From an optimization exercise on the open Yosys and OpenROAD flow, aimed at small area, a short achievable clock period and few clock cycles; shortcuts taken in it are not production practice. The RTL was checked by simulation tests, not by an equivalence proof against the original design. Power is estimated from default activity; no workload was simulated.

==> flow/design.v <==
package dcache_pkg;
  localparam int OFFSET_BITS = 2;
  typedef logic [31:0] addr_t;
  typedef logic [31:0] word_t;
  typedef enum logic [2:0] {
    ACC_B  = 3'd0,  
    ACC_H  = 3'd1,  
    ACC_W  = 3'd2,
    ACC_BU = 3'd4,
    ACC_HU = 3'd5
  } access_t;
  typedef enum logic [2:0] {
    ST_IDLE,
    ST_LOOKUP,
    ST_WB,         
    ST_WB_WAIT,    
    ST_FILL,       
    ST_FILL_WAIT,
    ST_RESP
  } ctrl_state_t;
endpackage
`timescale 1ns/1ps
module dcache_byte_lane
(
  input  dcache_pkg::word_t                  line_word,
  input  logic [dcache_pkg::OFFSET_BITS-1:0] byte_offset,
  input  dcache_pkg::access_t                access,
  input  dcache_pkg::word_t                  store_data,
  output dcache_pkg::word_t                  load_data,
  output dcache_pkg::word_t                  merged_data
);
  logic [7:0]  byte_sel;
  logic [15:0] half_sel;
  assign byte_sel = line_word[{byte_offset, 3'b000} +: 8];
  assign half_sel = line_word[{byte_offset[1], 4'b0000} +: 16];
  always_comb begin
    case (access)
      dcache_pkg::ACC_B:   load_data = {{24{byte_sel[7]}}, byte_sel};
      dcache_pkg::ACC_BU:  load_data = {24'b0, byte_sel};
      dcache_pkg::ACC_H:   load_data = {{16{half_sel[15]}}, half_sel};
      dcache_pkg::ACC_HU:  load_data = {16'b0, half_sel};
      default: load_data = line_word;
    endcase
  end
  always_comb begin
    merged_data = line_word;
    case (access)
      dcache_pkg::ACC_B, dcache_pkg::ACC_BU: begin
        merged_data[{byte_offset, 3'b000} +: 8] = store_data[7:0];
      end
      dcache_pkg::ACC_H, dcache_pkg::ACC_HU: begin
        merged_data[{byte_offset[1], 4'b0000} +: 16] = store_data[15:0];
      end
      default: begin
        merged_data = store_data;
      end
    endcase
  end
endmodule
`timescale 1ns/1ps
module dcache_top
#(
  parameter int INDEX_BITS = 5,
  localparam int TAG_BITS = 30 - INDEX_BITS
) (
  input  logic    clock,
  input  logic    reset,
  input  logic    req_valid,
  output logic    req_ready,
  input  logic    req_write,
  input  dcache_pkg::addr_t   req_addr,
  input  dcache_pkg::access_t req_access,
  input  dcache_pkg::word_t   req_wdata,
  output logic    rsp_valid,
  input  logic    rsp_ready,
  output dcache_pkg::word_t   rsp_rdata,
  output logic    mem_req_valid,
  input  logic    mem_req_ready,
  output logic    mem_req_write,
  output dcache_pkg::addr_t   mem_req_addr,
  output dcache_pkg::word_t   mem_req_wdata,
  input  logic    mem_rsp_valid,
  input  dcache_pkg::word_t   mem_rsp_rdata
);
  localparam int SETS = 1 << INDEX_BITS;
  localparam int OB   = dcache_pkg::OFFSET_BITS;
  localparam int RQD  = 8;    
  localparam int RQW  = 3;
  typedef logic [INDEX_BITS-1:0] set_t;
  typedef logic [TAG_BITS-1:0]   tag_t;
  typedef dcache_pkg::word_t     word_t;
  logic              l0_valid, l1_valid, rdy_q;
  logic              l0_write, l1_write;
  dcache_pkg::addr_t l0_addr,  l1_addr;
  logic [2:0]        l0_acc,   l1_acc;
  word_t             l0_wdata, l1_wdata;
  logic [SETS-1:0]   l0_sel;    
  logic accept, r_advance, c_advance;
  assign req_ready = rdy_q;
  assign accept    = req_valid && !l1_valid;
  tag_t            tag_q  [2][SETS];
  word_t           data_q [2][SETS];
  logic [SETS-1:0] val0_q, val1_q, dty0_q, dty1_q, lru_q;
  set_t r_set;
  tag_t r_tag;
  assign r_set = l0_addr[OB +: INDEX_BITS];
  assign r_tag = l0_addr[OB + INDEX_BITS +: TAG_BITS];
  tag_t  r_t0, r_t1;
  word_t r_d0, r_d1;
  logic  r_v0, r_v1, r_y0, r_y1, r_lru, r_victim;
  always_comb begin
    r_t0 = '0;  r_t1 = '0;  r_d0 = '0;  r_d1 = '0;
    r_v0 = 1'b0; r_v1 = 1'b0; r_y0 = 1'b0; r_y1 = 1'b0; r_lru = 1'b0;
    for (int s = 0; s < SETS; s++) begin
      r_t0  = r_t0 | (tag_q[0][s]  & {TAG_BITS{l0_sel[s]}});
      r_t1  = r_t1 | (tag_q[1][s]  & {TAG_BITS{l0_sel[s]}});
      r_d0  = r_d0 | (data_q[0][s] & {32{l0_sel[s]}});
      r_d1  = r_d1 | (data_q[1][s] & {32{l0_sel[s]}});
      r_v0  = r_v0  | (val0_q[s] & l0_sel[s]);
      r_v1  = r_v1  | (val1_q[s] & l0_sel[s]);
      r_y0  = r_y0  | (dty0_q[s] & l0_sel[s]);
      r_y1  = r_y1  | (dty1_q[s] & l0_sel[s]);
      r_lru = r_lru | (lru_q[s]  & l0_sel[s]);
    end
  end
  assign r_victim = !r_v0 ? 1'b0 : !r_v1 ? 1'b1 : r_lru;
  logic              c_valid, c_write;
  dcache_pkg::addr_t c_addr;
  logic [2:0]        c_acc;
  word_t             c_wdata;
  logic              c_hit0, c_hit1, c_victim, c_vdirty, c_y0, c_y1;
  tag_t              c_vtag;
  word_t             c_d0, c_d1;
  set_t c_set;
  tag_t c_tag;
  assign c_set = c_addr[OB +: INDEX_BITS];
  assign c_tag = c_addr[OB + INDEX_BITS +: TAG_BITS];
  logic c_hit, c_way;
  assign c_hit = c_hit0 || c_hit1;
  assign c_way = c_hit ? c_hit1 : c_victim;
  word_t line, load_data, merged, c_resp;
  assign line   = c_hit1 ? c_d1 : c_d0;
  assign c_resp = c_write ? '0 : load_data;    
  dcache_byte_lane u_lane (
    .line_word  (line),
    .byte_offset(c_addr[OB-1:0]),
    .access     (dcache_pkg::access_t'(c_acc)),
    .store_data (c_wdata),
    .load_data  (load_data),
    .merged_data(merged)
  );
  logic  ts_valid, ts_way, ts_miss, ts_dirty;
  set_t  ts_set;
  tag_t  ts_tag;
  logic  fw_valid, fw_way;
  set_t  fw_set;
  word_t fw_data;
  logic  ds_valid, ds_way;
  set_t  ds_set;
  word_t ds_data;
  logic          iss_valid, iss_idle, iss_wb, mreq_write_q;
  tag_t          iss_mem_tag, iss_fill_tag;
  word_t         iss_wb_data;
  set_t          iss_set;
  logic          iss_way, iss_write;
  logic [2:0]    iss_acc;
  logic [OB-1:0] iss_off;
  word_t         iss_wdata;
  logic [RQW-1:0] iss_rq;
  logic          fl_valid;
  set_t          fl_set;
  logic          fl_way, fl_write;
  logic [2:0]    fl_acc;
  logic [OB-1:0] fl_off;
  word_t         fl_wdata;
  logic [RQW-1:0] fl_rq;
  logic          fill_due;    
  assign mem_req_valid = iss_valid;
  assign mem_req_write = mreq_write_q;
  assign mem_req_addr  = {iss_mem_tag, iss_set, {OB{1'b0}}};
  assign mem_req_wdata = iss_wb_data;
  logic iss_fill_acc, iss_wb_acc, iss_load, fill_rsp;
  assign iss_fill_acc = !iss_idle && !iss_wb && mem_req_ready;
  assign iss_wb_acc   = !iss_idle && iss_wb && mem_req_ready;
  assign iss_load     = iss_idle || (!iss_wb && mem_req_ready);    
  assign fill_rsp     = mem_rsp_valid && fill_due;
  word_t fill_load, fill_merged;
  dcache_byte_lane u_fill_lane (
    .line_word  (mem_rsp_rdata),
    .byte_offset(fl_off),
    .access     (dcache_pkg::access_t'(fl_acc)),
    .store_data (fl_wdata),
    .load_data  (fill_load),
    .merged_data(fill_merged)
  );
  logic [RQD-1:0] rq_ready;
  word_t          rq_data [RQD];
  logic [RQW-1:0] rq_head, rq_tail;
  logic [RQW:0]   rq_count;
  logic           rq_full;
  logic  out_valid;
  word_t out_data;
  assign rsp_valid = out_valid;
  assign rsp_rdata = out_data;
  logic out_take;
  assign out_take = (!out_valid || rsp_ready) && rq_ready[rq_head];
  logic hit_block;
  assign hit_block = rq_full || (c_write && ds_valid && fw_valid);
  assign c_advance = c_valid && !c_pend && (c_hit ? !hit_block : (!rq_full && iss_load));
  logic r_conflict;
  assign r_conflict = (ds_valid && ds_set == r_set) ||
                      (ts_valid && ts_set == r_set) ||
                      (c_valid  && c_set  == r_set);
  logic c_pend;
  assign c_pend = (iss_valid && iss_set == c_set && iss_way == c_way) ||
                  (fl_valid  && fl_set  == c_set && fl_way  == c_way) ||
                  (fw_valid  && fw_set  == c_set && fw_way  == c_way);
  assign r_advance = l0_valid && !r_conflict && (!c_valid || c_advance);
  logic c_lk_hit, c_lk_miss, c_lk_store;
  assign c_lk_hit   = c_advance && c_hit;
  assign c_lk_miss  = c_advance && !c_hit;
  assign c_lk_store = c_lk_hit && c_write;
  logic [RQW:0] rq_count_d;
  assign rq_count_d = rq_count + (c_advance ? 1'b1 : 1'b0) - (out_take ? 1'b1 : 1'b0);
  always_ff @(posedge clock or posedge reset) begin
    if (reset) begin
      l0_valid     <= 1'b0;
      l1_valid     <= 1'b0;
      rdy_q        <= 1'b1;
      c_valid      <= 1'b0;
      val0_q       <= '0;
      val1_q       <= '0;
      ts_valid     <= 1'b0;
      fw_valid     <= 1'b0;
      ds_valid     <= 1'b0;
      iss_valid    <= 1'b0;
      iss_idle     <= 1'b1;
      fl_valid     <= 1'b0;
      fill_due     <= 1'b0;
      rq_ready     <= '0;
      rq_head      <= '0;
      rq_tail      <= '0;
      rq_count     <= '0;
      rq_full      <= 1'b0;
      out_valid    <= 1'b0;
    end else begin
      if (!l0_valid || r_advance) begin
        l0_valid <= l1_valid || accept;
        l1_valid <= 1'b0;
        rdy_q    <= 1'b1;
      end else if (accept) begin
        l1_valid <= 1'b1;
        rdy_q    <= 1'b0;
      end
      if (r_advance)      c_valid <= 1'b1;
      else if (c_advance) c_valid <= 1'b0;
      ts_valid <= c_advance;
      fw_valid <= fill_rsp;
      ds_valid <= c_lk_store || (ds_valid && fw_valid);
      if (ts_valid && ts_miss) begin
        if (ts_way) val1_q[ts_set] <= 1'b1;
        else        val0_q[ts_set] <= 1'b1;
      end
      if (c_lk_miss) begin
        iss_valid <= 1'b1;
        iss_idle  <= 1'b0;
      end else if (iss_fill_acc) begin
        iss_valid <= 1'b0;
        iss_idle  <= 1'b1;
      end
      if (iss_fill_acc)  fl_valid <= 1'b1;
      else if (fill_rsp) fl_valid <= 1'b0;
      if (iss_fill_acc)       fill_due <= 1'b1;
      else if (mem_rsp_valid) fill_due <= 1'b0;
      if (c_advance) rq_tail <= rq_tail + 1'b1;
      if (fill_rsp)  rq_ready[fl_rq] <= 1'b1;
      if (c_lk_hit)  rq_ready[rq_tail] <= 1'b1;
      if (out_take) begin
        rq_ready[rq_head] <= 1'b0;
        rq_head   <= rq_head + 1'b1;
        out_valid <= 1'b1;
      end else if (rsp_ready) begin
        out_valid <= 1'b0;
      end
      rq_count <= rq_count_d;
      rq_full  <= (rq_count_d == RQD);
    end
  end
  always_ff @(posedge clock) begin
    if (!l0_valid || r_advance) begin
      if (l1_valid) begin
        l0_write <= l1_write;
        l0_addr  <= l1_addr;
        l0_acc   <= l1_acc;
        l0_wdata <= l1_wdata;
        for (int s = 0; s < SETS; s++) l0_sel[s] <= (l1_addr[OB +: INDEX_BITS] == s);
      end else begin
        l0_write <= req_write;
        l0_addr  <= req_addr;
        l0_acc   <= req_access;
        l0_wdata <= req_wdata;
        for (int s = 0; s < SETS; s++) l0_sel[s] <= (req_addr[OB +: INDEX_BITS] == s);
      end
    end
    if (accept) begin
      l1_write <= req_write;
      l1_addr  <= req_addr;
      l1_acc   <= req_access;
      l1_wdata <= req_wdata;
    end
    if (r_advance) begin
      c_write  <= l0_write;
      c_addr   <= l0_addr;
      c_acc    <= l0_acc;
      c_wdata  <= l0_wdata;
      c_hit0   <= r_v0 && (r_t0 == r_tag);
      c_hit1   <= r_v1 && (r_t1 == r_tag);
      c_victim <= r_victim;
      c_vdirty <= r_victim ? (r_v1 && r_y1) : (r_v0 && r_y0);
      c_y0     <= r_y0;
      c_y1     <= r_y1;
      c_vtag   <= r_victim ? r_t1 : r_t0;
    end
    if (r_advance) begin
      c_d0 <= (fw_valid && fw_set == r_set && !fw_way) ? fw_data : r_d0;
      c_d1 <= (fw_valid && fw_set == r_set &&  fw_way) ? fw_data : r_d1;
    end else if (fw_valid && fw_set == c_set) begin
      if (fw_way) c_d1 <= fw_data;
      else        c_d0 <= fw_data;
    end
    ts_set   <= c_set;
    ts_way   <= c_way;
    ts_miss  <= !c_hit;
    ts_tag   <= c_tag;
    ts_dirty <= c_write || (c_hit && (c_way ? c_y1 : c_y0));
    if (ts_valid) begin
      lru_q[ts_set] <= !ts_way;
      if (ts_way) dty1_q[ts_set] <= ts_dirty;
      else        dty0_q[ts_set] <= ts_dirty;
      if (ts_miss) tag_q[ts_way][ts_set] <= ts_tag;
    end
    if (fill_rsp) begin
      fw_set  <= fl_set;
      fw_way  <= fl_way;
      fw_data <= fl_write ? fill_merged : mem_rsp_rdata;
    end
    if (!(ds_valid && fw_valid)) begin
      ds_set  <= c_set;
      ds_way  <= c_way;
      ds_data <= merged;
    end
    if (fw_valid)      data_q[fw_way][fw_set] <= fw_data;
    else if (ds_valid) data_q[ds_way][ds_set] <= ds_data;
    if (iss_load) begin
      iss_wb       <= c_vdirty;
      mreq_write_q <= c_vdirty;
      iss_mem_tag  <= c_vdirty ? c_vtag : c_tag;
      iss_wb_data  <= c_victim ? c_d1 : c_d0;
      iss_fill_tag <= c_tag;
      iss_set      <= c_set;
      iss_way      <= c_way;
      iss_write    <= c_write;
      iss_acc      <= c_acc;
      iss_off      <= c_addr[OB-1:0];
      iss_wdata    <= c_wdata;
      iss_rq       <= rq_tail;
    end else if (iss_wb_acc) begin
      iss_wb       <= 1'b0;
      mreq_write_q <= 1'b0;
      iss_mem_tag  <= iss_fill_tag;
    end
    if (iss_fill_acc) begin
      fl_set   <= iss_set;
      fl_way   <= iss_way;
      fl_write <= iss_write;
      fl_acc   <= iss_acc;
      fl_off   <= iss_off;
      fl_wdata <= iss_wdata;
      fl_rq    <= iss_rq;
    end
    for (int k = 0; k < RQD; k++) begin
      if (fill_rsp && fl_rq == k)           rq_data[k] <= fl_write ? '0 : fill_load;
      else if (!rq_full && rq_tail == k)    rq_data[k] <= c_resp;
    end
    if (out_take) out_data <= rq_data[rq_head];
  end
endmodule
==> flow/flow/run.sh <==
#!/bin/bash
set -euo pipefail
MARGIN=6.3
EXTRA="SETUP_SLACK_MARGIN=$MARGIN 'BUFFER_PORTS_ARGS=-buffer_cell sky130_fd_sc_hd__buf_4'"
sed "s|\"\${@:-finish}\"|$EXTRA \"\${@:-finish}\"|" standard.sh > standard_tuned.sh
grep -q "SETUP_SLACK_MARGIN=$MARGIN" standard_tuned.sh
bash standard_tuned.sh > make.log 2>&1
==> flow/standard.sh <==
#!/bin/bash
# synth_recipe.tcl (not shown) runs the flow's synth.tcl, then flattens the netlist and writes it again
# the make line also repeats each setting of config.mk as NAME=value (left out here)
make -C /OpenROAD-flow-scripts/flow DESIGN_CONFIG=/design/flow/config.mk WORK_HOME=/design/flow/orfs CLKGATE_MAP_FILE= SYNTH_SCRIPT=/design/flow/synth_recipe.tcl "${@:-finish}"
==> flow/config.mk <==
export PLATFORM = sky130hd
export DESIGN_NAME = dcache_top
export DESIGN_NICKNAME = dcache_top
export VERILOG_FILES = /design/flow/design.v
export SDC_FILE = /design/flow/constraint.sdc
export NUM_CORES = 4
export LEC_CHECK = 0
export CAP_MARGIN = 20
export CORE_MARGIN = 2
export CORE_UTILIZATION = 40
export SETUP_SLACK_MARGIN = 5
export SLEW_MARGIN = 20
export TNS_END_PERCENT = 5
==> flow/constraint.sdc <==
create_clock -name core_clock -period 10.0 [get_ports {clock}]
set_input_delay 2.0000 -clock core_clock [delete_from_list [all_inputs] [get_ports {clock}]]
set_output_delay 2.0000 -clock core_clock [all_outputs]
set_load 0.01 [all_outputs]
==> flow_metrics.tcl, run 1 <==
set metrics [dict create \
    cts_tree "built" \
    cp_cell_sequence "buf_4 > buf_6 > a22oi_1 > nand4_1 > nor4_4 > or4_1 > buf_4 > nand2_2 > buf_4 > inv_2 > a21oi_1" \
    io_buffers 203 \
    final_cell_area_um2 204000 \
    design.die.area_um2 452000 \
    reg_top3 "data_q: 2048 flops, tag_q: 1600 flops, rq_data: 256 flops" \
    hold_end "c_wdata[31]" \
    n_fill_cell 37520 \
    seq_area_um2 142000 \
    switching_power_mw 24.0 \
    drt_pass1_iterations 9 \
    crit_top_cell "buf_4" \
    critical-path-slowest-cell "nor4_4" \
    vdd_drop_max_mv 0.324 \
    clockBufferDepth 4 \
    hold_class "reg2reg" \
    syn_inst 10221 \
    clk_latency_ns 1.04 \
    path_max_fanout 25 \
    nets 10785 \
    status "no timing/DRC/antenna violations" \
    synth_fa_ha_area_frac 0.00299 \
    drv_cap 0 \
    setup-tns-final_ns 0 \
    grt_pass1_vias 104833 \
    rows 245 \
    path_buf_inv 5 \
    r2r_cells 11 \
    power_density_nw_per_um2 323 \
    start_kind "flop" \
    h-tree-depth 5 \
    finalCritPeriodShare 0.409 \
    cp_data_required_time_ns 10.68 \
    synth_cell_types 81 \
    endpoint_kind "flop" \
    leakagePower_nw 65.7 \
    synth_edf_count 4616 \
    regToRegSetupSlack_ns 5.91 \
    fmax_mhz 245 \
    antenna_found_initial 40 \
    crit_arrival_ns 4.76 \
    p_int_mw 42.1 \
    largest_register_ffs 2048 \
    critical-path-max-stage-delay_ns 0.71 \
    ios 206 \
    multiInputGateArea_um2 35300 \
    r2r_start "l0_sel[6]" \
    numCtsBuffers 444 \
    routedWlPerCell_um 37.5 \
    switching_share 0.363 \
    drc 0 \
    hold_path_startpoint "l0_wdata[31]" \
    p_seq_frac 0.438 \
    layout-drive-gt1-share 0.152 \
    crit_family "buffers and inverters" \
    drtIter0Drc 19006 \
    grt_max_degree 82 \
    async_flop_share 0.0200 \
    syn_avg_cell_area_um2 17.5 \
    grt_usage 0.273 \
    die_w_um 672 \
    clockPowerShare 0.257 \
    setup_viol_count_final 0 \
    synth_top_family_by_area "compound AO/OA/AOI/OAI gates" \
    fin_skew_ns 0.0806 \
    synth-warning-count 3 \
    hold_viol 0 \
    min_path_cells 0 \
    rr_endpoint "c_vtag[9]" \
    synthSimpleGateAreaFrac 0.0419 \
    clock_sinks 4744 \
    core_um2 445000 \
    via_count 111088 \
    cts_hold_buffers 0 \
    maxSlewHeadroom 0.198 \
    syn_to_final_growth_pct 14.5 \
    dp.final_hpwl_um 334000 \
    critPathLaunch "l0_sel[6]" \
    min_period_ns 4.09 \
    synthMuxAreaShare 0.0291 \
    yosys_register_bits 4744 \
    postPlaceCellArea_um2 189000 \
    grt_pass1_wl_um 860000 \
    start_util 0.401 \
    synth.cell_area_um2 178000 \
    ant_nets 0 \
    tightestPinTransition_ns 1.19 \
    crit_type "reg2reg" \
    gr-total-overflow 0 \
    synth_compound_area_frac 0.112 \
    yosysSeqAreaShare 0.794 \
    synthFlopType "edfxtp_1" \
    top_register "data_q" \
    routabilityCongestion 0.913 \
    drt_wl_total_um 638000 \
    rsz0062_at_grt "yes" \
    via_per_inst 6.54 \
    clk_pin_slew_ns 0.06 \
    combPwrFrac 0.305 \
    die_h_um 672 \
    slew_viol_final 0 \
    synth_xor_area_frac 0.00358 \
    root_buffer "clkbuf_16" \
]
-- worst max-delay path by stage --
stage	endpoint	slack, ns	depth (start not counted)
2_1_floorplan	c_acc[0]	5.37	6
3_3_place_gp	c_vtag[17]	4.14	9
3_5_place_dp	c_vtag[17]	4.12	9
4_1_cts	data_q[12][2]	5.86	6
5_1_grt	data_q[26][30]	5.94	6
6_report	c_vtag[9]	5.91	11
-- logic make-up after synthesis --
group / after synthesis
flops: 4744
compound gates: 2675
simple gates: 1503
buf+inv: 713
mux: 470
xor+xnor: 73
fa+ha+maj: 42
other cells: 1
-- per-stage QoR --
stage | power (mW) | utilization | cells | hold WS (ns) | setup slack [ns]
6_report | 66.1 | 0.460 | 16993 | 0.379 | 5.91
5_1_grt | 67.6 | 0.459 | 16970 | 0.384 | 5.94
4_1_cts | 65.4 | 0.459 | 16927 | 0.373 | 5.86
3_5_place_dp | 48.4 | 0.425 | 16073 | 0.376 | 4.12
3_3_place_gp | 47.9 | 0.425 | 16073 | 0.368 | 4.14
2_1_floorplan | 39.0 | - | 10222 | 0.365 | 5.37
-- synth_stat cells, types with 80 or more instances --
cell type	instances	area, um^2
a221oi_1	217	1900
a22o_1	239	2090
a22oi_1	1556	11700
buf_1	165	619
buf_2	102	510
clkbuf_1	353	1330
dfrtp_1	93	2330
edfxtp_1	4616	139000
mux2_2	206	2320
mux2i_1	180	1800
nand2_1	450	1690
nand3_1	173	866
nand4_1	322	2010
nor2_1	289	1080
o21ai_0	151	756
o22ai_1	139	870
or4_1	80	601
-- worst register-to-register path: cells and delay by family, from the launching register on --
family          cells  cell delay (ns)
flops               1             0.43
compound gates      2             0.52
buf+inv             5             1.64
simple gates        4             1.20
-- repair_timing --
item,4_1_cts,5_1_grt
endpoints found under the setup margin,1435,2543
hold endpoints to repair,0,0
cloned,4,0
pin swaps,7,3
gates resized for setup,68,19
setup buffers,24,16
-- final cells by class --
| type | instances | share of cell area |
|---|---|---|
| Clock buffer | 551 | 0.0569 |
| Clock inverter | 275 | 0.0138 |
| Antenna cell | 48 | 0.000588 |
| Inverter | 78 | 0.00151 |
| Multi-Input combinational cell | 4765 | 0.173 |
| Sequential cell | 4744 | 0.693 |
| Timing Repair inverter | 2 | 0.0000612 |
| Timing Repair Buffer | 602 | 0.0252 |
| Tap cell | 5928 | 0.0363 |
-- layout by cell type (no fill, tap or decap), drive strengths merged, types with 35 or more instances in the layout --
master  instances
xnor2          35
o22ai         139
or4            82
bufinv         46
a221oi        222
mux2i         180
a22oi        1556
buf           600
a222oi         39
o21ai         181
diode          48
a21oi          72
clkbuf        551
nor4           39
a21o           35
nand3         173
nand2         451
nor2          290
inv            83
nand4         323
xor2           38
edfxtp       4616
a22o          239
mux2          279
clkinv        209
dfrtp          93
ha             41
o21bai         68
-- per-layer routing --
layer,global-route usage,wire [um],vias up
li1,-,-,43132
met1,0.363,227000,57198
met2,0.437,297000,9004
met3,0.0523,80100,1746
met4,0.124,34000,8
met5,0,55,-
-- power by group through the flow --
stage,sequential [mW],combinational [mW],clock (mW)
floorplan,29.1,9.95,0
global placement,29.2,18.7,0
detailed placement,29.4,19.1,0
CTS,28.9,19.5,17.0
global route,29.1,20.8,17.8
finish,28.9,20.1,17.0
Testbench counts, summed over its fixed seeds: cycles 83,327.
==> run 2, diff against run 1 <==
--- a/flow/design.v
+++ b/flow/design.v
@@ -95,6 +95,7 @@
   logic [2:0]        l0_acc,   l1_acc;
   word_t             l0_wdata, l1_wdata;
   logic [SETS-1:0]   l0_sel;    
+  logic [SETS-1:0]   l0_seln;   
   logic accept, r_advance, c_advance;
   assign req_ready = rdy_q;
   assign accept    = req_valid && !l1_valid;
@@ -109,13 +110,13 @@
   word_t r_d0, r_d1;
   logic  r_v0, r_v1, r_y0, r_y1, r_lru, r_victim;
   always_comb begin
-    r_t0 = '0;  r_t1 = '0;  r_d0 = '0;  r_d1 = '0;
+    r_t0 = '0;  r_t1 = '0;  r_d0 = '1;  r_d1 = '1;
     r_v0 = 1'b0; r_v1 = 1'b0; r_y0 = 1'b0; r_y1 = 1'b0; r_lru = 1'b0;
     for (int s = 0; s < SETS; s++) begin
       r_t0  = r_t0 | (tag_q[0][s]  & {TAG_BITS{l0_sel[s]}});
       r_t1  = r_t1 | (tag_q[1][s]  & {TAG_BITS{l0_sel[s]}});
-      r_d0  = r_d0 | (data_q[0][s] & {32{l0_sel[s]}});
-      r_d1  = r_d1 | (data_q[1][s] & {32{l0_sel[s]}});
+      r_d0  = r_d0 & (data_q[0][s] | {32{l0_seln[s]}});
+      r_d1  = r_d1 & (data_q[1][s] | {32{l0_seln[s]}});
       r_v0  = r_v0  | (val0_q[s] & l0_sel[s]);
       r_v1  = r_v1  | (val1_q[s] & l0_sel[s]);
       r_y0  = r_y0  | (dty0_q[s] & l0_sel[s]);
@@ -158,6 +159,36 @@
   logic  ds_valid, ds_way;
   set_t  ds_set;
   word_t ds_data;
+  localparam int LOB = 3;
+  localparam int HIB = INDEX_BITS - LOB + 1;
+  logic [(1<<HIB)-1:0] ts_hi, fw_hi, ds_hi;
+  logic [(1<<LOB)-1:0] ts_lo, fw_lo, ds_lo;
+  function automatic logic [(1<<HIB)-1:0] dec_hi(input logic w, input set_t st);
+    dec_hi = '0;
+    dec_hi[{w, st[INDEX_BITS-1:LOB]}] = 1'b1;
+  endfunction
+  function automatic logic [(1<<LOB)-1:0] dec_lo(input set_t st);
+    dec_lo = '0;
+    dec_lo[st[LOB-1:0]] = 1'b1;
+  endfunction
+  logic [1:0][SETS-1:0] ts_we, fw_we, ds_we;
+  logic [SETS-1:0]      lru_we;
+  always_comb begin
+    for (int w = 0; w < 2; w++) begin
+      for (int s = 0; s < SETS; s++) begin
+        ts_we[w][s] = ts_hi[w * (1 << (HIB-1)) + (s >> LOB)] && ts_lo[s % (1<<LOB)];
+        fw_we[w][s] = fw_hi[w * (1 << (HIB-1)) + (s >> LOB)] && fw_lo[s % (1<<LOB)];
+        ds_we[w][s] = ds_hi[w * (1 << (HIB-1)) + (s >> LOB)] && ds_lo[s % (1<<LOB)];
+      end
+    end
+    for (int s = 0; s < SETS; s++) lru_we[s] = ts_we[0][s] || ts_we[1][s];
+  end
+  logic  ds_hold, ds_valid_d, ds_way_d;
+  set_t  ds_set_d;
+  assign ds_hold    = ds_valid && fw_valid;
+  assign ds_valid_d = c_lk_store || ds_hold;
+  assign ds_way_d   = ds_hold ? ds_way : c_way;
+  assign ds_set_d   = ds_hold ? ds_set : c_set;
   logic          iss_valid, iss_idle, iss_wb, mreq_write_q;
   tag_t          iss_mem_tag, iss_fill_tag;
   word_t         iss_wb_data;
@@ -211,10 +242,11 @@
   assign r_conflict = (ds_valid && ds_set == r_set) ||
                       (ts_valid && ts_set == r_set) ||
                       (c_valid  && c_set  == r_set);
+  logic iss_mc, fl_mc, fw_mc;
   logic c_pend;
-  assign c_pend = (iss_valid && iss_set == c_set && iss_way == c_way) ||
-                  (fl_valid  && fl_set  == c_set && fl_way  == c_way) ||
-                  (fw_valid  && fw_set  == c_set && fw_way  == c_way);
+  assign c_pend = (iss_valid && iss_mc && iss_way == c_way) ||
+                  (fl_valid  && fl_mc  && fl_way  == c_way) ||
+                  (fw_valid  && fw_mc  && fw_way  == c_way);
   assign r_advance = l0_valid && !r_conflict && (!c_valid || c_advance);
   logic c_lk_hit, c_lk_miss, c_lk_store;
   assign c_lk_hit   = c_advance && c_hit;
@@ -233,6 +265,9 @@
       ts_valid     <= 1'b0;
       fw_valid     <= 1'b0;
       ds_valid     <= 1'b0;
+      ts_hi        <= '0;
+      fw_hi        <= '0;
+      ds_hi        <= '0;
       iss_valid    <= 1'b0;
       iss_idle     <= 1'b1;
       fl_valid     <= 1'b0;
@@ -256,10 +291,13 @@
       else if (c_advance) c_valid <= 1'b0;
       ts_valid <= c_advance;
       fw_valid <= fill_rsp;
-      ds_valid <= c_lk_store || (ds_valid && fw_valid);
-      if (ts_valid && ts_miss) begin
-        if (ts_way) val1_q[ts_set] <= 1'b1;
-        else        val0_q[ts_set] <= 1'b1;
+      ds_valid <= ds_valid_d;
+      ts_hi    <= c_advance ? dec_hi(c_way, c_set) : '0;
+      fw_hi    <= fill_rsp ? dec_hi(fl_way, fl_set) : '0;
+      ds_hi    <= (ds_valid_d && !fill_rsp) ? dec_hi(ds_way_d, ds_set_d) : '0;
+      for (int s = 0; s < SETS; s++) begin
+        if (ts_miss && ts_we[0][s]) val0_q[s] <= 1'b1;
+        if (ts_miss && ts_we[1][s]) val1_q[s] <= 1'b1;
       end
       if (c_lk_miss) begin
         iss_valid <= 1'b1;
@@ -293,13 +331,15 @@
         l0_addr  <= l1_addr;
         l0_acc   <= l1_acc;
         l0_wdata <= l1_wdata;
-        for (int s = 0; s < SETS; s++) l0_sel[s] <= (l1_addr[OB +: INDEX_BITS] == s);
+        for (int s = 0; s < SETS; s++) l0_sel[s]  <= (l1_addr[OB +: INDEX_BITS] == s);
+        for (int s = 0; s < SETS; s++) l0_seln[s] <= (l1_addr[OB +: INDEX_BITS] != s);
       end else begin
         l0_write <= req_write;
         l0_addr  <= req_addr;
         l0_acc   <= req_access;
         l0_wdata <= req_wdata;
-        for (int s = 0; s < SETS; s++) l0_sel[s] <= (req_addr[OB +: INDEX_BITS] == s);
+        for (int s = 0; s < SETS; s++) l0_sel[s]  <= (req_addr[OB +: INDEX_BITS] == s);
+        for (int s = 0; s < SETS; s++) l0_seln[s] <= (req_addr[OB +: INDEX_BITS] != s);
       end
     end
     if (accept) begin
@@ -319,7 +359,7 @@
       c_vdirty <= r_victim ? (r_v1 && r_y1) : (r_v0 && r_y0);
       c_y0     <= r_y0;
       c_y1     <= r_y1;
-      c_vtag   <= r_victim ? r_t1 : r_t0;
+      c_vtag   <= r_lru ? r_t1 : r_t0;    
     end
     if (r_advance) begin
       c_d0 <= (fw_valid && fw_set == r_set && !fw_way) ? fw_data : r_d0;
@@ -333,24 +373,32 @@
     ts_miss  <= !c_hit;
     ts_tag   <= c_tag;
     ts_dirty <= c_write || (c_hit && (c_way ? c_y1 : c_y0));
-    if (ts_valid) begin
-      lru_q[ts_set] <= !ts_way;
-      if (ts_way) dty1_q[ts_set] <= ts_dirty;
-      else        dty0_q[ts_set] <= ts_dirty;
-      if (ts_miss) tag_q[ts_way][ts_set] <= ts_tag;
+    ts_lo    <= dec_lo(c_set);
+    fw_lo    <= dec_lo(fl_set);
+    ds_lo    <= dec_lo(ds_set_d);
+    for (int s = 0; s < SETS; s++) begin
+      if (lru_we[s])   lru_q[s]  <= !ts_way;
+      if (ts_we[0][s]) dty0_q[s] <= ts_dirty;
+      if (ts_we[1][s]) dty1_q[s] <= ts_dirty;
+      for (int w = 0; w < 2; w++) begin
+        if (ts_miss && ts_we[w][s]) tag_q[w][s] <= ts_tag;
+      end
     end
     if (fill_rsp) begin
       fw_set  <= fl_set;
       fw_way  <= fl_way;
       fw_data <= fl_write ? fill_merged : mem_rsp_rdata;
     end
-    if (!(ds_valid && fw_valid)) begin
+    if (!ds_hold) begin
       ds_set  <= c_set;
       ds_way  <= c_way;
       ds_data <= merged;
     end
-    if (fw_valid)      data_q[fw_way][fw_set] <= fw_data;
-    else if (ds_valid) data_q[ds_way][ds_set] <= ds_data;
+    for (int w = 0; w < 2; w++) begin
+      for (int s = 0; s < SETS; s++) begin
+        if (fw_we[w][s] || ds_we[w][s]) data_q[w][s] <= fw_valid ? fw_data : ds_data;
+      end
+    end
     if (iss_load) begin
       iss_wb       <= c_vdirty;
       mreq_write_q <= c_vdirty;
@@ -369,6 +417,14 @@
       mreq_write_q <= 1'b0;
       iss_mem_tag  <= iss_fill_tag;
     end
+    if (r_advance) begin
+      iss_mc <= !c_lk_miss && (iss_set == r_set);
+      fl_mc  <= iss_fill_acc ? (iss_set == r_set) : (fl_set == r_set);
+      fw_mc  <= fill_rsp ? (fl_set == r_set) : (fw_set == r_set);
+    end else begin
+      if (iss_fill_acc) fl_mc <= iss_mc;
+      if (fill_rsp)     fw_mc <= fl_mc;
+    end
     if (iss_fill_acc) begin
       fl_set   <= iss_set;
       fl_way   <= iss_way;
==> flow/flow/run.sh (replaced) <==
#!/bin/bash
set -euo pipefail
MARGIN=7.5
EXTRA="SETUP_SLACK_MARGIN=$MARGIN 'BUFFER_PORTS_ARGS=-buffer_cell sky130_fd_sc_hd__buf_4'"
sed "s|\"\${@:-finish}\"|$EXTRA \"\${@:-finish}\"|" standard.sh > standard_tuned.sh
grep -q "SETUP_SLACK_MARGIN=$MARGIN" standard_tuned.sh
bash standard_tuned.sh > make.log 2>&1
--- a/flow/config.mk
+++ b/flow/config.mk
@@ -6,8 +6,12 @@
 export NUM_CORES = 4
 export LEC_CHECK = 0
 export CAP_MARGIN = 20
+export CELL_PAD_IN_SITES_DETAIL_PLACEMENT = 1
+export CELL_PAD_IN_SITES_GLOBAL_PLACEMENT = 1
 export CORE_MARGIN = 2
-export CORE_UTILIZATION = 40
+export CORE_UTILIZATION = 55
+export CTS_CLUSTER_DIAMETER = 100
+export CTS_CLUSTER_SIZE = 25
 export SETUP_SLACK_MARGIN = 5
 export SLEW_MARGIN = 20
 export TNS_END_PERCENT = 5
==> run 2 against run 1 <==
  * Still clean on timing, DRC and antenna
  * Clock power fell by 39%
  * Via count rose by 3.6%
  * Synthesized cell count rose by 1.2%
  * Wire length rose by 11%
  * Worst hold slack improved by 0.019 ns
  * Combinational power rose by 3%
  * Core utilization rose by 15 points
  * Fmax rose by 9.1%
  * Critical path type is now reg2out
  * Largest power group unchanged
==> flow_metrics.tcl, run 2 <==
set metrics [dict create \
    status "no timing/DRC/antenna violations" \
    regToRegSetupSlack_ns 6.54 \
    tightestPinTransition_ns 1.17 \
    gr-total-overflow 0 \
    crit_type "reg2out" \
    rows 209 \
    clk_pin_slew_ns 0.11 \
    synthFlopType "edfxtp_1" \
    syn_avg_cell_area_um2 17.3 \
    vdd_drop_max_mv 0.314 \
    setup_viol_count_final 0 \
    hold_end "fl_acc[2]" \
    synth_common_cells "edfxtp_1, o22ai_1, a22oi_1, clkbuf_1, nand2_1" \
    hold_path_startpoint "iss_acc[2]" \
    n_fill_cell 27815 \
    dp.final_hpwl_um 356000 \
    min_period_ns 3.75 \
    grt_max_degree 72 \
    start_kind "flop" \
    routabilityCongestion 0.901 \
    drc 0 \
    cts_tree "built" \
    multiInputGateArea_um2 34100 \
    async_flop_share 0.0247 \
    endpoint_kind "output pin" \
    grt_usage 0.408 \
    path_max_fanout 1 \
    layout-drive-gt1-share 0.159 \
    h-tree-depth 4 \
    io_buffers 203 \
    hold_viol 0 \
    layout_commonest_cell "edfxtp_1" \
    clock_sinks 4827 \
    slew_viol_final 0 \
    crit_family "flip-flops" \
    via_per_inst 7.57 \
    cts_hold_buffers 0 \
    finalCritPeriodShare 0.375 \
    routedWlPerCell_um 46.7 \
    via_count 115067 \
    power.total_mw 61.5 \
    clockPowerShare 0.168 \
    ant_nets 0 \
    grt_pass1_vias 107907 \
    p_int_mw 38.2 \
    numCtsBuffers 216 \
    largest_register_ffs 2048 \
    root_buffer "clkbuf_16" \
    final_cell_mix "edfxtp_1, o22ai_1, a22oi_1" \
    setup-tns-final_ns 0 \
    min_path_cells 0 \
    critical-path-slowest-cell "edfxtp_1" \
    synth_edf_count 4645 \
    cp_data_required_time_ns 8.00 \
    synth-warning-count 5 \
    drtIter0Drc 22886 \
    crit_arrival_ns 1.75 \
    r2r_start "l0_seln[12]" \
    drt_wl_total_um 710000 \
    p_seq_frac 0.493 \
    yosys_register_bits 4827 \
    synth.cell_area_um2 179000 \
    die_w_um 575 \
    seq_area_um2 144000 \
    drt_pass1_iterations 7 \
    syn_to_final_growth_pct 10.9 \
    maxSlewHeadroom 0.221 \
    combPwrFrac 0.338 \
    clk_latency_ns 0.99 \
    yosysMostFrequentCell "edfxtp_1" \
    switching_power_mw 23.4 \
    leakagePower_nw 64.9 \
    top_register "data_q" \
    placed_cells 14533 \
    r2r_cells 7 \
    syn_inst 10342 \
    path_buf_inv 1 \
    reg_top3 "data_q: 2048 flops, tag_q: 1600 flops, rq_data: 256 flops" \
    yosysSeqAreaShare 0.801 \
    synth_area_leaders "edfxtp_1, o22ai_1, a22oi_1" \
    power_density_nw_per_um2 309 \
    fin_skew_ns 0.0475 \
    place_ws_ns 3.89 \
    design.die.area_um2 331000 \
    fmax_mhz 267 \
    switching_share 0.380 \
    fin_ws_ns 6.25 \
    ios 206 \
    start_util 0.553 \
    synth_cell_types 79 \
    clockBufferDepth 4 \
    synth_top_area_cell "edfxtp_1" \
    nets 10896 \
    antenna_found_initial 59 \
    critical-path-max-stage-delay_ns 0.55 \
    die_h_um 575 \
    final_cells 15203 \
    core_um2 324000 \
    grt_pass1_wl_um 918000 \
    hold_class "reg2reg" \
    rr_endpoint "c_d1[10]" \
    rsz0062_at_grt "yes" \
    cp_cell_sequence "buf_4" \
    yosysTopAreaCellShare 0.778 \
    drv_cap 0 \
]
## run 2: kinds of logic after synthesis
kind of cell             after synthesis  synth area share
AO/OA/AOI/OAI                       2686             0.105
XOR/XNOR                              78           0.00381
flip-flops                          4827             0.801
AND/OR/NAND/NOR                     1530            0.0459
multiplexers                         368            0.0220
other                                  1         0.0000209
adder cells (fa/ha/maj)               60           0.00423
buffers and inverters                792            0.0173
## run 2: how the worst max path moves through the flow
stage	startpoint	end	slack, ns	cells after the start
2_1_floorplan	mem_req_ready	c_acc[0]	3.52	8
3_3_place_gp	mem_req_ready	c_vtag[9]	4.02	9
3_5_place_dp	mem_req_ready	c_addr[24]	3.89	9
4_1_cts	iss_wb_data[20]	mem_req_wdata[20]	6.24	1
5_1_grt	iss_wb_data[20]	mem_req_wdata[20]	6.24	1
6_report	iss_wb_data[14]	mem_req_wdata[14]	6.25	1
## run 2: layout make-up
cell class / count / area share
Antenna cell: 44 / 0.000553
Timing Repair inverter: 4 / 0.000151
Sequential cell: 4827 / 0.723
Timing Repair Buffer: 835 / 0.0455
Clock buffer: 311 / 0.0293
Multi-Input combinational cell: 4737 / 0.171
Inverter: 109 / 0.00225
Tap cell: 4325 / 0.0272
Clock inverter: 11 / 0.000717
## run 2: per-layer routing
layer | wire length, um | GRT usage | vias up
li1 | - | - | 43009
met1 | 260000 | 0.592 | 60562
met2 | 311000 | 0.606 | 9897
met3 | 109000 | 0.105 | 1557
met4 | 29400 | 0.134 | 42
met5 | 404 | 0 | -
## run 2: power by group through the flow
stage	logic [mW]	registers (mW)	clock network [mW]
2_1_floorplan	8.51	29.8	0
5_1_grt	21.3	30.5	10.9
6_report	20.8	30.4	10.4
4_1_cts	18.0	30.2	10.3
3_3_place_gp	16.0	30.5	0
3_5_place_dp	16.5	30.7	0
## run 2: timing repair
action / CTS / global route
endpoints found under the setup margin: 2897 / 1497
gates resized for setup: 165 / 325
cloned: 31 / 50
pin swaps: 15 / 37
setup buffers: 61 / 160
## run 2: metrics by stage
| stage | area, um^2 | hold WS [ns] | util |
|---|---|---|---|
| after floorplan | 179000 | 0.363 | - |
| after global placement | 187000 | 0.373 | 0.577 |
| after detailed placement | 187000 | 0.376 | 0.577 |
| after CTS | 195000 | 0.400 | 0.601 |
| after global routing | 199000 | 0.403 | 0.613 |
| final | 199000 | 0.398 | 0.614 |
Testbench counts of run 2, summed over its fixed seeds: cycles 83,327.
==> run 3, diff against run 2 <==
==> flow/flow/run.sh (replaced) <==
#!/bin/bash
set -euo pipefail
MARGIN=8.5
EXTRA="SETUP_SLACK_MARGIN=$MARGIN 'BUFFER_PORTS_ARGS=-buffer_cell sky130_fd_sc_hd__buf_4'"
sed "s|\"\${@:-finish}\"|$EXTRA \"\${@:-finish}\"|" standard.sh > standard_tuned.sh
grep -q "SETUP_SLACK_MARGIN=$MARGIN" standard_tuned.sh
bash standard_tuned.sh > make.log 2>&1
==> run 3 against run 2 <==
  * Final cell count up 1.1%
  * Non-clock buffer count up 184
  * Setup slack about the same
  * Critical path depth unchanged
  * Combinational power up 17%
  * Fmax about the same
  * Synthesized cell count unchanged
==> flow_metrics.tcl, run 3 <==
set metrics [dict create \
    via_per_inst 7.61 \
    synth_common_cells "edfxtp_1, o22ai_1, a22oi_1, clkbuf_1, nand2_1" \
    reg_top3 "data_q: 2048 flops, tag_q: 1600 flops, rq_data: 256 flops" \
    synth_area_leaders "edfxtp_1, o22ai_1, a22oi_1" \
    final_cell_mix "edfxtp_1, o22ai_1, a22oi_1" \
    cts_tree "built" \
    cts_hold_buffers 0 \
    synth_edf_count 4645 \
    crit_arrival_ns 1.75 \
    synth-warning-count 5 \
    layout_commonest_cell "edfxtp_1" \
    numCtsBuffers 217 \
    top_register "data_q" \
    design.die.area_um2 331000 \
    drt_pass1_iterations 8 \
    start_util 0.553 \
    nets 11097 \
    io_buffers 203 \
    path_max_fanout 1 \
    synthFlopType "edfxtp_1" \
    synth_cell_types 79 \
    rsz0062_at_grt "yes" \
    via_count 116935 \
    synth.cell_area_um2 179000 \
    drv_cap 0 \
    place_ws_ns 3.05 \
    routabilityCongestion 0.919 \
    routedWlPerCell_um 46.9 \
    min_path_cells 0 \
    min_period_ns 3.75 \
    hold_viol 0 \
    syn_inst 10342 \
    antenna_found_initial 53 \
    status "no timing/DRC/antenna violations" \
    clk_latency_ns 0.99 \
    gr-total-overflow 0 \
    fin_hold_ws_ns 0.406 \
    vdd_drop_max_mv 0.249 \
    ant_nets 0 \
    synth_top_area_cell "edfxtp_1" \
    grt_pass1_vias 110206 \
    hold_class "reg2reg" \
    critical-path-slowest-cell "edfxtp_1" \
    fmax_mhz 267 \
    largest_register_ffs 2048 \
    yosysSeqAreaShare 0.801 \
    die_w_um 575 \
    die_h_um 575 \
    crit_type "reg2out" \
    yosysMostFrequentCell "edfxtp_1" \
    setup_viol_count_final 0 \
    hold_path_startpoint "c_addr[31]" \
    clk_pin_slew_ns 0.11 \
    hold_end "ts_tag[24]" \
    yosys_register_bits 4827 \
    r2r_start "l0_seln[13]" \
    slew_viol_final 0 \
    fin_skew_ns 0.0545 \
    ios 206 \
    tightestPinTransition_ns 1.23 \
    drt_wl_total_um 722000 \
    grt_usage 0.419 \
    path_buf_inv 1 \
    rr_endpoint "c_d0[25]" \
    fin_ws_ns 6.25 \
    yosysTopAreaCellShare 0.778 \
    grt_pass1_wl_um 943000 \
    setup-tns-final_ns 0 \
    syn_avg_cell_area_um2 17.3 \
    dp.final_hpwl_um 361000 \
    finalCritPeriodShare 0.375 \
    grt_max_degree 74 \
    critPathLaunch "iss_wb_data[2]" \
    endpoint_kind "output pin" \
    drc 0 \
    leakagePower_nw 67.0 \
    regToRegSetupSlack_ns 6.62 \
    critical-path-max-stage-delay_ns 0.56 \
    start_kind "flop" \
    async_flop_share 0.0247 \
    root_buffer "clkbuf_16" \
    crit_family "flip-flops" \
    layout-drive-gt1-share 0.200 \
    core_um2 324000 \
    syn_to_final_growth_pct 13.8 \
    cp_cell_sequence "buf_6" \
    r2r_cells 5 \
    maxSlewHeadroom 0.180 \
    clockBufferDepth 4 \
    drtIter0Drc 22287 \
    cp_data_required_time_ns 8.00 \
    power_density_nw_per_um2 320 \
    rows 209 \
    h-tree-depth 4 \
    clock_sinks 4827 \
]
==> run 3: final cells by class <==
cell class	instances	area, um^2
Clock buffer	295	5830
Multi-Input combinational cell	4750	36100
Fill cell	27564	120000
Timing Repair inverter	7	45.0
Antenna cell	23	57.6
Inverter	109	482
Timing Repair Buffer	1019	12200
Clock inverter	16	253
Sequential cell	4827	144000
Tap cell	4325	5410
==> run 3: cell families after synthesis <==
family          after synthesis  synth area share
flops                      4827             0.801
compound gates             2686             0.105
simple gates               1530            0.0459
buf+inv                     792            0.0173
mux                         368            0.0220
xor+xnor                     78           0.00381
fa+ha+maj                    60           0.00423
other cells                   1         0.0000209
==> run 3: worst max-delay path by stage <==
| stage | end | slack, ns | cells past startpoint |
|---|---|---|---|
| CTS | mem_req_wdata[14] | 6.26 | 1 |
| floorplan | c_acc[0] | 3.52 | 8 |
| detailed placement | c_addr[8] | 3.05 | 9 |
| global placement | c_addr[8] | 3.16 | 9 |
| finish | mem_req_wdata[2] | 6.25 | 1 |
| global route | mem_req_wdata[20] | 6.26 | 1 |
==> run 3: where the power goes <==
group	switching [mW]	total (mW)	leakage, nW	internal (mW)
Sequential	2.43	30.5	44.4	28.1
Clock	6.29	10.5	2.94	4.19
Combinational	16.3	24.3	19.7	8.00
Total	25.0	65.3	67.0	40.2
==> run 3: per-layer routing <==
metal | track usage | vias to the layer above | share of wire
met3 | 0.116 | 1769 | 0.15
met2 | 0.618 | 10027 | 0.44
met1 | 0.600 | 61691 | 0.36
li1 | - | 43424 | -
met5 | 0 | - | 0.00021
met4 | 0.159 | 24 | 0.050
==> run 3: worst register-to-register path: stages, from the launching register on <==
cell and delay, ns:
edfxtp_1 0.41, buf_12 0.51, o22ai_1 0.33, nor4_1 0.46
nand4_1 0.86, o21ai_0 0.61
==> run 3: metrics by stage <==
step / area, um^2 / instances / utilization / power, mW
3_3_place_gp: 187000 / 14527 / 0.577 / 46.8
2_1_floorplan: 179000 / 10343 / - / 38.3
4_1_cts: 199000 / 15084 / 0.613 / 61.5
6_report: 204000 / 15371 / 0.629 / 65.3
5_1_grt: 204000 / 15349 / 0.629 / 66.3
3_5_place_dp: 187000 / 14536 / 0.578 / 47.5
==> run 3: repair_timing <==
item | in CTS | in global routing
pin swaps | 95 | 105
endpoints found under the setup margin | 8142 | 7623
gates resized for setup | 514 | 616
buffers inserted | 162 | 227
cloned | 75 | 36
==> run 4, diff against run 3 <==
==> flow/flow/run.sh (replaced) <==
#!/bin/bash
set -euo pipefail
MARGIN=7.5
EXTRA="SETUP_SLACK_MARGIN=$MARGIN 'BUFFER_PORTS_ARGS=-buffer_cell sky130_fd_sc_hd__buf_4'"
sed "s|\"\${@:-finish}\"|$EXTRA \"\${@:-finish}\"|" standard.sh > standard_tuned.sh
grep -q "SETUP_SLACK_MARGIN=$MARGIN" standard_tuned.sh
bash standard_tuned.sh > make.log 2>&1
--- a/flow/config.mk
+++ b/flow/config.mk
@@ -9,7 +9,7 @@
 export CELL_PAD_IN_SITES_DETAIL_PLACEMENT = 1
 export CELL_PAD_IN_SITES_GLOBAL_PLACEMENT = 1
 export CORE_MARGIN = 2
-export CORE_UTILIZATION = 55
+export CORE_UTILIZATION = 62
 export CTS_CLUSTER_DIAMETER = 100
 export CTS_CLUSTER_SIZE = 25
 export SETUP_SLACK_MARGIN = 5
==> run 4 against run 3 <==
  * Still clean
  * Worst hold slack better by 0.0027 ns
  * Area after synthesis unchanged
  * Wire length down 5.0%
  * Die area down 11%
  * First-iteration DRC count up 9.1%
  * Critical path type unchanged
  * Highest routed layer unchanged
==> flow_metrics.tcl, run 4 <==
set metrics [dict create \
    status "no timing/DRC/antenna violations" \
    clockPowerShare 0.169 \
    p_seq_frac 0.504 \
    cts_tree "built" \
    endpoint_kind "output pin" \
    design.die.area_um2 294000 \
    gr-total-overflow 0 \
    min_path_cells 0 \
    cts_hold_buffers 0 \
    yosysTopAreaCellShare 0.778 \
    hold_viol 0 \
    grt_pass1_vias 111505 \
    combPwrFrac 0.327 \
    regToRegSetupSlack_ns 6.24 \
    r2r_start "l0_seln[8]" \
    cp_cell_sequence "buf_4" \
    clk_pin_slew_ns 0.11 \
    antenna_found_initial 70 \
    synth_edf_count 4645 \
    min_period_ns 3.80 \
    rsz0062_at_grt "yes" \
    layout-drive-gt1-share 0.149 \
    yosysMostFrequentCell "edfxtp_1" \
    synth_top_family_by_area "compound AO/OA/AOI/OAI gates" \
    crit_type "reg2out" \
    postPlaceCellArea_um2 186000 \
    routedWlPerCell_um 47.2 \
    finalCritPeriodShare 0.380 \
    path_buf_inv 1 \
    drtIter0Drc 24315 \
    fin_ws_ns 6.20 \
    synthSimpleGateAreaFrac 0.0459 \
    final_cell_mix "edfxtp_1, o22ai_1, a22oi_1" \
    synth_cell_types 79 \
    final_cell_area_um2 197000 \
    path_max_fanout 2 \
    clockBufferDepth 4 \
    largest_register_ffs 2048 \
    hold_path_startpoint "l0_wdata[5]" \
    vdd_drop_max_mv 0.295 \
    reg_top3 "data_q: 2048 flops, tag_q: 1600 flops, rq_data: 256 flops" \
    syn_to_final_growth_pct 9.79 \
    crit_family "flip-flops" \
    clock_sinks 4827 \
    crit_arrival_ns 1.80 \
    place_ws_ns 3.66 \
    slew_viol_final 0 \
    leakagePower_nw 64.2 \
    synth_xor_area_frac 0.00381 \
    fmax_mhz 263 \
    grt_usage 0.449 \
    core_um2 288000 \
    die_h_um 542 \
    syn_inst 10342 \
    synth_common_cells "edfxtp_1, o22ai_1, a22oi_1, clkbuf_1, nand2_1" \
    h-tree-depth 4 \
    async_flop_share 0.0247 \
    synth_area_leaders "edfxtp_1, o22ai_1, a22oi_1" \
    nets 10776 \
    numCtsBuffers 216 \
    cp_data_required_time_ns 8.00 \
    critical-path-slowest-cell "edfxtp_1" \
    grt_pass1_wl_um 901000 \
    hold_end "c_wdata[5]" \
    drt_wl_total_um 685000 \
    power_density_nw_per_um2 310 \
    ios 206 \
    tightestPinTransition_ns 1.33 \
    start_util 0.623 \
    synth_top_area_cell "edfxtp_1" \
    yosys_register_bits 4827 \
    hold_class "reg2reg" \
    synth.cell_area_um2 179000 \
    p_int_mw 37.9 \
    synthFlopType "edfxtp_1" \
    ant_nets 0 \
    switching_power_mw 23.1 \
    via_count 115306 \
    grt_max_degree 73 \
    dp.final_hpwl_um 361000 \
    setup-tns-final_ns 0 \
    synthMuxAreaShare 0.0220 \
    start_kind "flop" \
    synth_fa_ha_area_frac 0.00423 \
    drv_cap 0 \
    setup_viol_count_final 0 \
    critical-path-max-stage-delay_ns 0.54 \
    drt_pass1_iterations 9 \
    r2r_cells 7 \
    synth_compound_area_frac 0.105 \
    die_w_um 542 \
    synth-warning-count 5 \
    routabilityCongestion 0.932 \
    switching_share 0.379 \
    power.total_mw 61.0 \
    io_buffers 203 \
    maxSlewHeadroom 0.109 \
    fin_skew_ns 0.0811 \
    top_register "data_q" \
    drc 0 \
    yosysSeqAreaShare 0.801 \
    rr_endpoint "c_d1[4]" \
    via_per_inst 7.94 \
    clk_latency_ns 0.99 \
    syn_avg_cell_area_um2 17.3 \
    rows 197 \
    root_buffer "clkbuf_16" \
    layout_commonest_cell "edfxtp_1" \
]
run 4: final cells by class:
type	instances	area [um^2]
sequential	4827	144000
clock buffer	298	5820
inverter	109	462
timing repair buffer	716	7720
tap	3781	4730
multi-input combinational	4737	34100
clock inverter	14	191
timing repair inverter	3	22.5
fill	23606	91000
antenna	34	85.1
run 4: cell families (layout without fill, tap and decap cells):
kind of cell	Yosys count	in the layout
xor gates and xnor gates	78	78
buffers and inverters	792	1140
AOI/OAI and AO/OA	2686	2686
muxes	368	368
and+or+nand+nor	1530	1543
other	1	36
adders and majority gates	60	60
DFF	4827	4827
run 4: worst max path at each step:
| stage | start | to | slack, ns | depth (start not counted) |
|---|---|---|---|---|
| floorplan | mem_req_ready | c_acc[0] | 3.52 | 8 |
| global placement | mem_req_ready | c_addr[8] | 3.79 | 10 |
| detailed placement | mem_req_ready | c_addr[27] | 3.66 | 10 |
| CTS | rdy_q | req_ready | 6.21 | 1 |
| global route | iss_set[2] | mem_req_addr[4] | 6.24 | 1 |
| finish | iss_set[3] | mem_req_addr[5] | 6.20 | 1 |
run 4: routing by layer:
metal | share of wire | track usage
met1 | 0.34 | 0.626
met5 | 0.00055 | 0
met2 | 0.44 | 0.662
met3 | 0.17 | 0.131
met4 | 0.058 | 0.204
run 4: power groups by stage:
| stage | logic (mW) | clock network, mW | registers (mW) |
|---|---|---|---|
| after CTS | 17.1 | 10.2 | 30.6 |
| after global routing | 20.3 | 10.7 | 30.8 |
| after floorplan | 8.51 | 0 | 29.8 |
| after global placement | 15.4 | 0 | 30.9 |
| after detailed placement | 16.1 | 0 | 31.1 |
| final | 20.0 | 10.3 | 30.7 |
run 4: what timing repair did:
item,CTS,global route
gates resized for setup,69,390
pin swaps,6,47
gates cloned,22,39
setup buffers,31,109
setup endpoints to repair,2997,1494
run 4: per-stage QoR:
step | utilization | std cells | hold WS [ns]
6_report | 0.684 | 14519 | 0.408
5_1_grt | 0.684 | 14486 | 0.407
4_1_cts | 0.672 | 14335 | 0.410
3_5_place_dp | 0.647 | 13970 | 0.380
3_3_place_gp | 0.647 | 13962 | 0.373
2_1_floorplan | - | 10343 | 0.363
==> run 5, diff against run 4 <==
==> flow/flow/run.sh (replaced) <==
#!/bin/bash
set -euo pipefail
MARGIN=7
EXTRA="SETUP_SLACK_MARGIN=$MARGIN 'BUFFER_PORTS_ARGS=-buffer_cell sky130_fd_sc_hd__buf_4'"
sed "s|\"\${@:-finish}\"|$EXTRA \"\${@:-finish}\"|" standard.sh > standard_tuned.sh
grep -q "SETUP_SLACK_MARGIN=$MARGIN" standard_tuned.sh
bash standard_tuned.sh > make.log 2>&1
--- a/flow/config.mk
+++ b/flow/config.mk
@@ -9,9 +9,9 @@
 export CELL_PAD_IN_SITES_DETAIL_PLACEMENT = 1
 export CELL_PAD_IN_SITES_GLOBAL_PLACEMENT = 1
 export CORE_MARGIN = 2
-export CORE_UTILIZATION = 62
-export CTS_CLUSTER_DIAMETER = 100
-export CTS_CLUSTER_SIZE = 25
+export CORE_UTILIZATION = 50
+export CTS_CLUSTER_DIAMETER = 80
+export CTS_CLUSTER_SIZE = 20
 export SETUP_SLACK_MARGIN = 5
 export SLEW_MARGIN = 20
 export TNS_END_PERCENT = 5
==> run 5 against run 4 <==
  * Die area grew 24%
  * Critical path depth grew 8
  * First-iteration DRC count shrank 11%
  * Sequential share of layout area shrank 1.3 points
  * Core utilization shrank 12 points
  * Total power grew 2.5%
  * Clock-buffer cell count grew 95
  * Via count shrank 1.4%
  * Cell area grew 1.8%
  * Critical path type is now reg2reg
==> flow_metrics.tcl, run 5 <==
set metrics [dict create \
    status "no timing/DRC/antenna violations" \
    design.die.area_um2 364000 \
    dp.final_hpwl_um 376000 \
    ant_nets 0 \
    path_buf_inv 2 \
    setup-tns-final_ns 0 \
    critical-path-max-stage-delay_ns 1.07 \
    cts_tree "built" \
    crit_arrival_ns 4.56 \
    grt_usage 0.378 \
    clock_sinks 4827 \
    post-route-util 0.563 \
    grt_max_degree 73 \
    antenna_found_initial 57 \
    critical-path-slowest-cell "nor4_2" \
    layout-drive-gt1-share 0.159 \
    die_h_um 603 \
    synthFlopType "edfxtp_1" \
    root_buffer "clkbuf_16" \
    drc 0 \
    syn_avg_cell_area_um2 17.3 \
    cp_data_required_time_ns 10.74 \
    yosysTopAreaCellShare 0.778 \
    synth_area_leaders "edfxtp_1, o22ai_1, a22oi_1" \
    clockBufferDepth 4 \
    synth.cell_area_um2 179000 \
    vdd_drop_max_mv 0.258 \
    die_w_um 603 \
    endpoint_kind "flop" \
    io_buffers 203 \
    grt_pass1_wl_um 935000 \
    start_kind "flop" \
    clk_pin_slew_ns 0.09 \
    layout_commonest_cell "edfxtp_1" \
    nets 10868 \
    tightestPinTransition_ns 1.21 \
    top_register "data_q" \
    routedWlPerCell_um 46.5 \
    synth_top_area_cell "edfxtp_1" \
    fin_skew_ns 0.0504 \
    core_um2 356000 \
    synth-warning-count 5 \
    syn_inst 10342 \
    finalCritPeriodShare 0.382 \
    rows 219 \
    power_density_nw_per_um2 312 \
    synth_common_cells "edfxtp_1, o22ai_1, a22oi_1, clkbuf_1, nand2_1" \
    slew_viol_final 0 \
    synth_cell_types 79 \
    syn_to_final_growth_pct 11.8 \
    final_cell_mix "edfxtp_1, o22ai_1, a22oi_1" \
    h-tree-depth 5 \
    fmax_mhz 262 \
    largest_register_ffs 2048 \
    via_per_inst 7.28 \
    routabilityCongestion 0.869 \
    reg_top3 "data_q: 2048 flops, tag_q: 1600 flops, rq_data: 256 flops" \
    synth_edf_count 4645 \
    drv_cap 0 \
    setup_viol_count_final 0 \
    via_count 113660 \
    yosysSeqAreaShare 0.801 \
    leakagePower_nw 65.4 \
    cp_cell_sequence "buf_4 > buf_4 > a22oi_1 > nand4_1 > nor4_2 > xnor2_1 > nor2_1 > nand4_1 > nor4_4" \
    numCtsBuffers 284 \
    clk_latency_ns 0.98 \
    drtIter0Drc 21675 \
    gr-total-overflow 0 \
    start_util 0.503 \
    hold_viol 0 \
    crit_family "simple AND/OR/NAND/NOR gates" \
    drt_pass1_iterations 6 \
    ios 206 \
    grt_pass1_vias 107497 \
    cts_hold_buffers 0 \
    hold_class "reg2reg" \
    drt_wl_total_um 726000 \
    crit_type "reg2reg" \
    path_max_fanout 19 \
    yosys_register_bits 4827 \
    async_flop_share 0.0247 \
    n_fill_cell 31499 \
    min_period_ns 3.82 \
    yosysMostFrequentCell "edfxtp_1" \
    rsz0062_at_grt "yes" \
    maxSlewHeadroom 0.170 \
]
-- run 5: cell counts after synthesis --
No cell type changed its count.
-- run 5: cell families after synthesis --
logic type      after synthesis  synth area share
flops                      4827             0.801
compound gates             2686             0.105
simple gates               1530            0.0459
buf+inv                     792            0.0173
mux                         368            0.0220
xor+xnor                     78           0.00381
fa+ha+maj                    60           0.00423
other cells                   1         0.0000209
-- run 5: worst reg2reg max path: stages, from the launching register on --
cell	delay, ns
edfxtp_1	0.44
buf_4	0.19
buf_4	0.29
a22oi_1	0.30
nand4_1	0.22
nor4_2	1.07
xnor2_1	0.32
nor2_1	0.17
nand4_1	0.19
nor4_4	0.41
-- run 5: worst paths after layout --
kind,start,to,slack [ns],cells after the start
hold reg to reg,c_addr[25],ts_tag[18],0.40,0
hold / removal,c_addr[25],ts_tag[18],0.40,0
setup reg to reg,l0_sel[2],c_hit1,6.18,9
min in group asynchronous,reset,out_valid,1.09,2
setup / recovery,l0_sel[2],c_hit1,6.18,9
max in group asynchronous,reset,val0_q[22],7.42,3
-- run 5: routing by layer --
layer / GRT usage / vias up / share of wire
li1: - / 43017 / -
met1: 0.553 / 60659 / 0.38
met2: 0.573 / 8725 / 0.44
met3: 0.0757 / 1245 / 0.13
met4: 0.116 / 14 / 0.038
met5: 0 / - / 0.00011
-- run 5: power breakdown --
part	total, mW	switching, mW	internal, mW
Sequential	30.7	2.65	28.1
Clock	12.2	6.67	5.55
Combinational	19.6	14.2	5.38
Total	62.6	23.5	39.0
-- run 5: area by class of cell --
| class | count | area (um^2) | share of cell area |
|---|---|---|---|
| timing repair inverter | 1 | 5.00 | 0.0000250 |
| tap | 4751 | 5940 | 0.0296 |
| clock inverter | 27 | 308 | 0.00153 |
| inverter | 109 | 439 | 0.00219 |
| clock buffer | 393 | 7780 | 0.0388 |
| timing repair buffer | 748 | 8250 | 0.0411 |
| multi-input combinational | 4731 | 34000 | 0.169 |
| sequential | 4827 | 144000 | 0.717 |
| antenna | 22 | 55.1 | 0.000274 |
-- run 5: timing repair --
| action | 4_1_cts | 5_1_grt |
|---|---|---|
| pin swaps | 14 | 60 |
| setup buffers | 19 | 96 |
| gates resized for setup | 91 | 444 |
| setup endpoints to repair | 1229 | 1237 |
| cloned | 9 | 56 |
-- run 5: per-stage QoR --
step                cell area, um^2  power [mW]  instances  hold WS, ns  setup slack (ns)
floorplan                    179000        38.3      10343        0.363              3.52
detailed placement           188000        47.8      14986        0.378              4.73
global route                 201000        63.8      15588        0.407              6.28
finish                       201000        62.6      15609        0.398              6.18
CTS                          197000        60.2      15434        0.397              6.24
global placement             188000        47.2      14981        0.370              4.75

-- port drivers added, routing unchanged --
In the flow no input, the clock included, has a driving cell. The finished layouts below were timed again as built, in two steps.
Step 1, drivers: a clkbuf_16 drives clock and a buf_2 each remaining input, both assumed.
Step 2 also shifts input and output timing later by t, the mid clock arrival at the registers, as if the neighbouring blocks saw the same clock.
Three values: ideal, step 1, step 2; two values: the first two.
| run | t, ns | setup slack, ns | worst data-port slew with drivers (ns) | cell pins on the clock port's net |
|---|---|---|---|---|
| run 1 | 1.099 | 5.913 / 5.913 / 5.078 | 0.12 | 1 |
| run 2 | 1.091 | 6.254 / 6.130 / 5.659 | 0.09 | 1 |
| run 3 | 1.072 | 6.254 / 6.141 / 5.609 | 0.16 | 1 |
| run 4 | 1.077 | 6.200 / 6.078 / 5.492 | 0.10 | 1 |
| run 5 | 1.086 | 6.184 / 6.153 / 5.392 | 0.21 | 1 |
After both steps setup and hold are still met in every run listed. For run 1, which loses most, drivers alone change the setup slack by 0.000 ns; drivers and shift together by -0.835 ns.
